From an optimization exercise on the open Yosys and OpenROAD flow, aimed at small area; shortcuts taken in it are not production practice.
In this exercise RTL edits were held to simulation tests only and were not proved equivalent to the original.
Power is estimated from default activity; no workload was simulated.

==> flow/design.v (outline; a module is shown in full before it is edited, if it fits) <==
// module des_sbox1: 156 lines
// module des_sbox2: 134 lines
// module des_sbox3: 124 lines
// module des_sbox4: 162 lines
// module des_sbox5: 170 lines
// module des_sbox6: 172 lines
// module des_sbox7: 134 lines
// module des_sbox8: 162 lines
// module des_feistel_f: 137 lines
// module des_apb_top: 262 lines
module des_apb_top
#(
    parameter int ADDR_WIDTH = 8
)
(
    input  logic                  clk,
    input  logic                  rst_n,
    input  logic [ADDR_WIDTH-1:0] paddr,
    input  logic                  psel,
    input  logic                  penable,
    input  logic                  pwrite,
    input  logic [31:0]           pwdata,
    output logic [31:0]           prdata,
    output logic                  pready,
    output logic                  pslverr
);
  // ...
==> flow/flow/run.sh <==
#!/bin/bash
# Own layout flow: the standard flow (standard.sh) with these changes:
#  - the port buffers are the smallest buffer cell (buf_1);
#  - clock tree: sink clusters of 16 on clkbuf_8 and no dummy loads.
# Each tool's output goes to a log file of its own in the work folder.
set -euo pipefail
WORK=$PWD
rm -rf "$WORK/own_scripts"
cp -r "$FLOW_HOME/scripts" "$WORK/own_scripts"
cp "$WORK/flow/abc_area_map.script" "$WORK/own_scripts/abc_speed.script"
export SCRIPTS_DIR="$WORK/own_scripts"
bash standard.sh ADDER_MAP_FILE= synth > "$WORK/own_synth.log" 2>&1
bash standard.sh ADDER_MAP_FILE= \
    BUFFER_PORTS_ARGS="-buffer_cell sky130_fd_sc_hd__buf_1" \
    CTS_ARGS="-sink_clustering_enable -repair_clock_nets -dont_use_dummy_load -buf_list sky130_fd_sc_hd__clkbuf_8 -sink_clustering_size 16 -sink_clustering_max_diameter 60" \
    finish > "$WORK/own_finish.log" 2>&1
==> flow/flow/abc_area_map.script <==
strash
&get -n
&dch
&nf -a -R 1000
&put
==> flow/standard.sh <==
#!/bin/bash
# synth_recipe.tcl (not shown) runs the flow's synth.tcl, then flattens the netlist and writes it again
# the make line also repeats each setting of config.mk as NAME=value (left out here)
make -C /OpenROAD-flow-scripts/flow DESIGN_CONFIG=/design/flow/config.mk WORK_HOME=/design/flow/orfs CLKGATE_MAP_FILE= SYNTH_SCRIPT=/design/flow/synth_recipe.tcl "${@:-finish}"
==> flow/config.mk <==
export PLATFORM = sky130hd
export DESIGN_NAME = des_apb_top
export DESIGN_NICKNAME = des_apb_top
export VERILOG_FILES = /design/flow/design.v
export SDC_FILE = /design/flow/constraint.sdc
export NUM_CORES = 4
export LEC_CHECK = 0
export CAP_MARGIN = 20
export CORE_MARGIN = 2
export CORE_UTILIZATION = 40
export SLEW_MARGIN = 20
==> flow/constraint.sdc <==
create_clock -name core_clock -period 6.0 [get_ports {clk}]
set_input_delay 1.2000 -clock core_clock [delete_from_list [all_inputs] [get_ports {clk}]]
set_output_delay 1.2000 -clock core_clock [all_outputs]
set_load 0.01 [all_outputs]
==> impl_metrics.py, run 1 <==
metrics = {
    "status": {
        "outcome": "finished clean",
    },
    "sta": {
        "whs_ns": 0.460,
        "hold_violations": 0,
    },
    "final_layout": {
        "finalNetCount": 1575,
        "num-multi-input-gates": 1151,
        "nFlopsAndLatches": 255,
        "post-route-util": 0.443,
    },
    "synth": {
        "yosysMostFrequentCell": "nand2_1",
        "synth_top_area_cell": "edfxtp_1",
        "synth_top_area_share": 0.417,
    },
    "power": {
        "switching_share": 0.381,
        "vdd_ir_drop_max_v": 0.000185,
        "pwr-share-clk": 0.172,
    },
    "global_routing": {
        "use_met1": 0.356,
        "met2_usage": 0.403,
        "track_usage": 0.248,
    },
    "setup_path": {
        "crit_path_end_kind": "primary output",
        "critical_path.top_delay_family": "simple AND/OR/NAND/NOR gates",
        "critPathKind": "in2out",
        "cp_slowest_cell": "nor2_1",
        "critical_path_buf_inv_count": 2,
    },
    "detailed_routing": {
        "wl_met1_mm": 19.8,
    },
    "cts": {
        "path_clk_slew_ns": 0.06,
        "numCtsBuffers": 22,
    },
    "floorplan": {
        "pin_count": 79,
    },
}
==> run 2, diff against run 1 <==
==> flow/flow/run.sh (replaced) <==
#!/bin/bash
# Own layout flow: the standard flow (standard.sh) with these changes:
#  - the port buffers are the smallest buffer cell (buf_1);
#  - clock tree: sink clusters of 10 on clkbuf_4, no dummy loads.
# Each tool's output goes to a log file of its own in the work folder.
set -euo pipefail
WORK=$PWD
SEEDS="0 1 2 3"
for s in $SEEDS; do
    rm -rf "$WORK/syn$s"
    mkdir -p "$WORK/syn$s"
    cp -r "$FLOW_HOME/scripts" "$WORK/syn$s/scripts"
    sed "s/@SEED@/$s/" "$WORK/flow/abc_area_map.script" > "$WORK/syn$s/scripts/abc_speed.script"
    sed "s#$WORK/orfs#$WORK/syn$s/orfs#g" "$WORK/standard.sh" > "$WORK/syn$s/standard.sh"
    ( SCRIPTS_DIR="$WORK/syn$s/scripts" bash "$WORK/syn$s/standard.sh" ADDER_MAP_FILE= synth \
        > "$WORK/own_synth_seed$s.log" 2>&1 ) &
done
wait
best=""
best_area=""
for s in $SEEDS; do
    stat="$WORK/syn$s/orfs/reports/$FLOW_PLATFORM/des_apb_top/base/synth_stat.txt"
    [[ -f "$stat" ]] || continue
    a=$(awk '/Chip area for module/ {print $NF}' "$stat" | tail -1)
    echo "seed $s: synthesized cell area $a" >> "$WORK/own_synth_pick.log"
    if [[ -n "$a" ]] && { [[ -z "$best" ]] || awk -v a="$a" -v b="$best_area" 'BEGIN{exit !(a<b)}'; }; then
        best=$s
        best_area=$a
    fi
done
echo "picked seed $best ($best_area)" >> "$WORK/own_synth_pick.log"
rm -rf "$WORK/orfs"
mv "$WORK/syn$best/orfs" "$WORK/orfs"
export SCRIPTS_DIR="$WORK/syn$best/scripts"
bash standard.sh ADDER_MAP_FILE= \
    BUFFER_PORTS_ARGS="-buffer_cell sky130_fd_sc_hd__buf_1" \
    CTS_ARGS="-sink_clustering_enable -repair_clock_nets -dont_use_dummy_load -buf_list sky130_fd_sc_hd__clkbuf_4 -sink_clustering_size 10 -sink_clustering_max_diameter 50" \
    finish > "$WORK/own_finish.log" 2>&1
==> flow/flow/abc_area_map.script (replaced) <==
strash
&get -n
&deepsyn -T 180 -S @SEED@
&dch -f
&nf -a -R 1000
&put
--- a/flow/config.mk
+++ b/flow/config.mk
@@ -7,5 +7,5 @@
 export LEC_CHECK = 0
-export CAP_MARGIN = 20
+export CAP_MARGIN = 0
 export CORE_MARGIN = 2
 export CORE_UTILIZATION = 40
-export SLEW_MARGIN = 20
+export SLEW_MARGIN = 0
==> run 2 against run 1 <==
  * Register-to-register slack got worse by 0.02 ns
  * Critical path depth stayed put
  * Non-clock buffer count did not move
  * Die area decreased by 2.2%
  * Hold slack lost 0.062 ns
  * Count of clock-buffer cells in the layout up 12
  * Combinational power is 63% higher
  * First-iteration DRC count fell by 5.2%
  * Global-route usage is 0.21 points lower
  * Sequential share of layout area increased by 1.2 points
  * Largest power group is now combinational cells
==> impl_metrics.py, run 2 <==
metrics = {
    "status": {
        "outcome": "finished clean",
    },
    "floorplan": {
        "die_area_um2": 35200,
        "pin_count": 79,
        "core_um2": 33400,
        "fp.dieH_um": 188,
        "die_width_um": 188,
        "rows": 67,
        "start_util": 0.405,
    },
    "sta": {
        "setup-violations-final": 0,
        "finalCriticalPeriod_ns": 4.27,
        "rsz0062_at_grt": "no",
        "clock.fmax_ghz": 0.234,
        "fin_skew_ns": 0.0549,
        "fin_crit_sh": 0.712,
        "hold_violations": 0,
        "fin_tns_setup_ns": 0,
        "maxSlewViolCount": 0,
        "worstMarginPinSlew_ns": 1.22,
        "relSlewSlack": 0.181,
    },
    "setup_path": {
        "worstSetupStartpointType": "input pin",
        "cp_slowest_cell": "buf_4",
        "slowest_delay_ns": 0.49,
        "path_cells": "buf_1 > nor4_1 > nor3b_2 > buf_4 > a222oi_1 > nand2_1 > buf_1",
        "worstPathMaxFanout": 33,
        "critical_path.top_delay_family": "simple AND/OR/NAND/NOR gates",
        "crit_path_end_kind": "primary output",
        "required_ns": 4.80,
        "worst_path_most_repeated_cell": "buf_1",
        "critical_path_buf_inv_count": 3,
        "crit_arrival_ns": 3.07,
        "critPathKind": "in2out",
    },
    "synth": {
        "ys_top_cells_by_area": "edfxtp_1, nor2_1, dfxtp_1, xnor2_1, a222oi_1",
        "yosysMostFrequentCell": "nor2_1",
        "synth_common_cells": "nor2_1, edfxtp_1, nand2_1",
        "synth_edf_count": 192,
        "async_flop_share": 0.0118,
        "syn_inst": 1409,
        "ys.flop_type": "edfxtp_1",
        "ys_seq_area_frac": 0.522,
        "synth_top_area_share": 0.427,
        "synthesis.yosys.warnings": 2,
        "avgSynthCellArea_um2": 9.58,
        "syn-cell-area_um2": 13500,
        "synth_seq_cells": 255,
        "synth_cell_types": 49,
        "synth_top_area_cell": "edfxtp_1",
    },
    "detailed_routing": {
        "drcViolationCount": 0,
        "final_antenna_net_count": 0,
        "drt-vias-per-instance": 6.05,
        "wire_per_inst_um": 22.0,
        "dr.pass1.iters": 9,
        "drt_wl_total_mm": 43.8,
        "drt-initial-drc-count": 1542,
        "vias": 12000,
    },
    "global_routing": {
        "grt-ovfl-total": 0,
        "antenna_found_initial": 1,
        "track_usage": 0.245,
        "grt_pass1_wl_mm": 67.3,
        "grt_pass1_vias": 11300,
        "grt_max_degree": 80,
    },
    "final_layout": {
        "final_cell_mix": "nor2_1, edfxtp_1, nand2_1, a21oi_1, xnor2_1",
        "fillerInstances": 3255,
        "area_delta_synth_final_pct": 9.86,
        "fin_cells": 1988,
        "finalNetCount": 1586,
        "drive_above_1_share": 0.0429,
        "final_common_cell": "nor2_1",
    },
    "cts": {
        "path_clk_slew_ns": 0.07,
        "numCtsBuffers": 34,
        "clock_path_buffers": 3,
        "holdBufCountCts": 0,
        "ctsResizeCount": 0,
        "cts_tree": "built",
        "clk_latency_ns": 0.64,
        "cts_sinks": 255,
        "root_buffer": "clkbuf_4",
        "cts_max_level": 2,
        "cts_setup_buffers": 0,
    },
    "place": {
        "placedCellCount": 1953,
        "dpl.hpwl_mm": 30.2,
        "place.gp.congestion": 0.926,
        "io_buffers": 77,
    },
    "power": {
        "vdd_ir_drop_max_v": 0.000163,
        "leakage_nw": 5.07,
        "power_per_cell_area_nw_per_um2": 431,
    },
    "run": {
        "maxCapViolCount": 0,
    },
    "min_path": {
        "hold_path_class": "in2async",
    },
}
[run 2: cell types whose count changed after synthesis, moves of 5 or more]
cell | before | now
nor4_1 | 10 | 5
mux2i_1 | 57 | 2
nand2_1 | 295 | 149
nor2_1 | 123 | 348
o22ai_1 | 5 | 64
a211oi_1 | 16 | 5
o21ai_0 | 119 | 57
a21oi_1 | 95 | 101
a2111oi_0 | 1 | 6
nor3_1 | 35 | 28
and3_1 | 10 | 5
[run 2: per-stage QoR]
stage	worst slack [ns]	hold WS [ns]	total power (W)	area, µm²	utilization
3_5_place_dp	1.75	0.480	0.00555	14600	0.437
4_1_cts	1.75	0.345	0.00638	14800	0.444
3_3_place_gp	1.79	0.472	0.00561	14600	0.437
2_1_floorplan	0.00379	0.450	0.00462	13500	-
5_1_grt	1.60	0.369	0.00683	14800	0.445
6_report	1.73	0.398	0.00639	14800	0.445
[run 2: report_power, final]
part | switching, W | internal (W)
logic | 0.00198 | 0.00109
clock network | 0.000567 | 0.000262
registers | 0.000285 | 0.00221
total | 0.00283 | 0.00356
[run 2: layout make-up]
type,count,area (µm²),share of cell area
antenna,1,2.50,0.000169
timing repair buffer,96,432,0.0291
tap,448,561,0.0378
clock buffer,34,255,0.0172
sequential,255,7040,0.475
multi-input combinational,1151,6530,0.440
inverter,3,11.3,0.000759
[run 2: per-layer routing]
metal	GRT usage	vias up	routed length [µm]
li1	-	5612	-
met2	0.387	608	19700
met4	0.0639	0	935
met5	0	-	0
met3	0.0410	59	3890
met1	0.351	5747	19300
[run 2: worst paths after layout]
check	start	endpoint	slack, ns	cells after the start
worst max-delay path	paddr[5]	prdata[3]	1.73	7
min in group core_clock	key_hi_q[2]$_DFFE_PP_	d_q[15]$_DFF_P_	0.49	2
max in group asynchronous	rst_n	busy_q$_DFFE_PN0P_	5.45	1
worst max register to register	r_q[14]$_DFFE_PP_	r_q[24]$_DFFE_PP_	2.25	9
worst min-delay path	rst_n	clr_q$_DFF_PN0_	0.40	1
worst min register to register	key_hi_q[2]$_DFFE_PP_	d_q[15]$_DFF_P_	0.49	2
[run 2: cell families (layout without fill, tap and decap cells)]
group / count (synthesis) / count (layout) / synth area share
AND/OR/NAND/NOR: 630 / 630 / 0.194
AO/OA/AOI/OAI: 373 / 373 / 0.187
flip-flops: 255 / 255 / 0.522
XOR/XNOR: 143 / 143 / 0.0928
buffers and inverters: 4 / 133 / 0.00139
multiplexers: 3 / 3 / 0.00232
other: 1 / 3 / 0.000278

what the ideal ports hide:
No port has a modelled driver above. Below, the same layouts with a new extraction and two added sets of constraints.
Step 1 (the two cells are an assumption about what drives the block):
set clk [get_ports {clk}]
set_driving_cell -lib_cell sky130_fd_sc_hd__clkbuf_16 $clk
set_driving_cell -lib_cell sky130_fd_sc_hd__buf_2 [delete_from_list [all_inputs] $clk]
Step 2, shift: input delay + t, output delay - t, t = (earliest + latest rising clock arrival at the registers) / 2. This alone moves slack from input paths to output paths.
a / b / c = no drivers / after step 1 / after step 2; a / b = the first two.
run | t (ns) | setup slack, ns | latest minus earliest clock arrival (ns) | worst register clock-pin slew, ns | cell pins on the clock port's net
run 1 | 0.591 | 1.171 / 1.149 / 1.149 | 0.059 / 0.059 | 0.10 / 0.10 | 1
run 2 | 0.655 | 1.730 / 1.709 / 1.709 | 0.060 / 0.059 | 0.12 / 0.12 | 1
After both steps setup and hold are still met in every run listed. The setup slack of run 1, which loses most, moves by -0.022 ns with the drivers and by -0.022 ns with both steps.
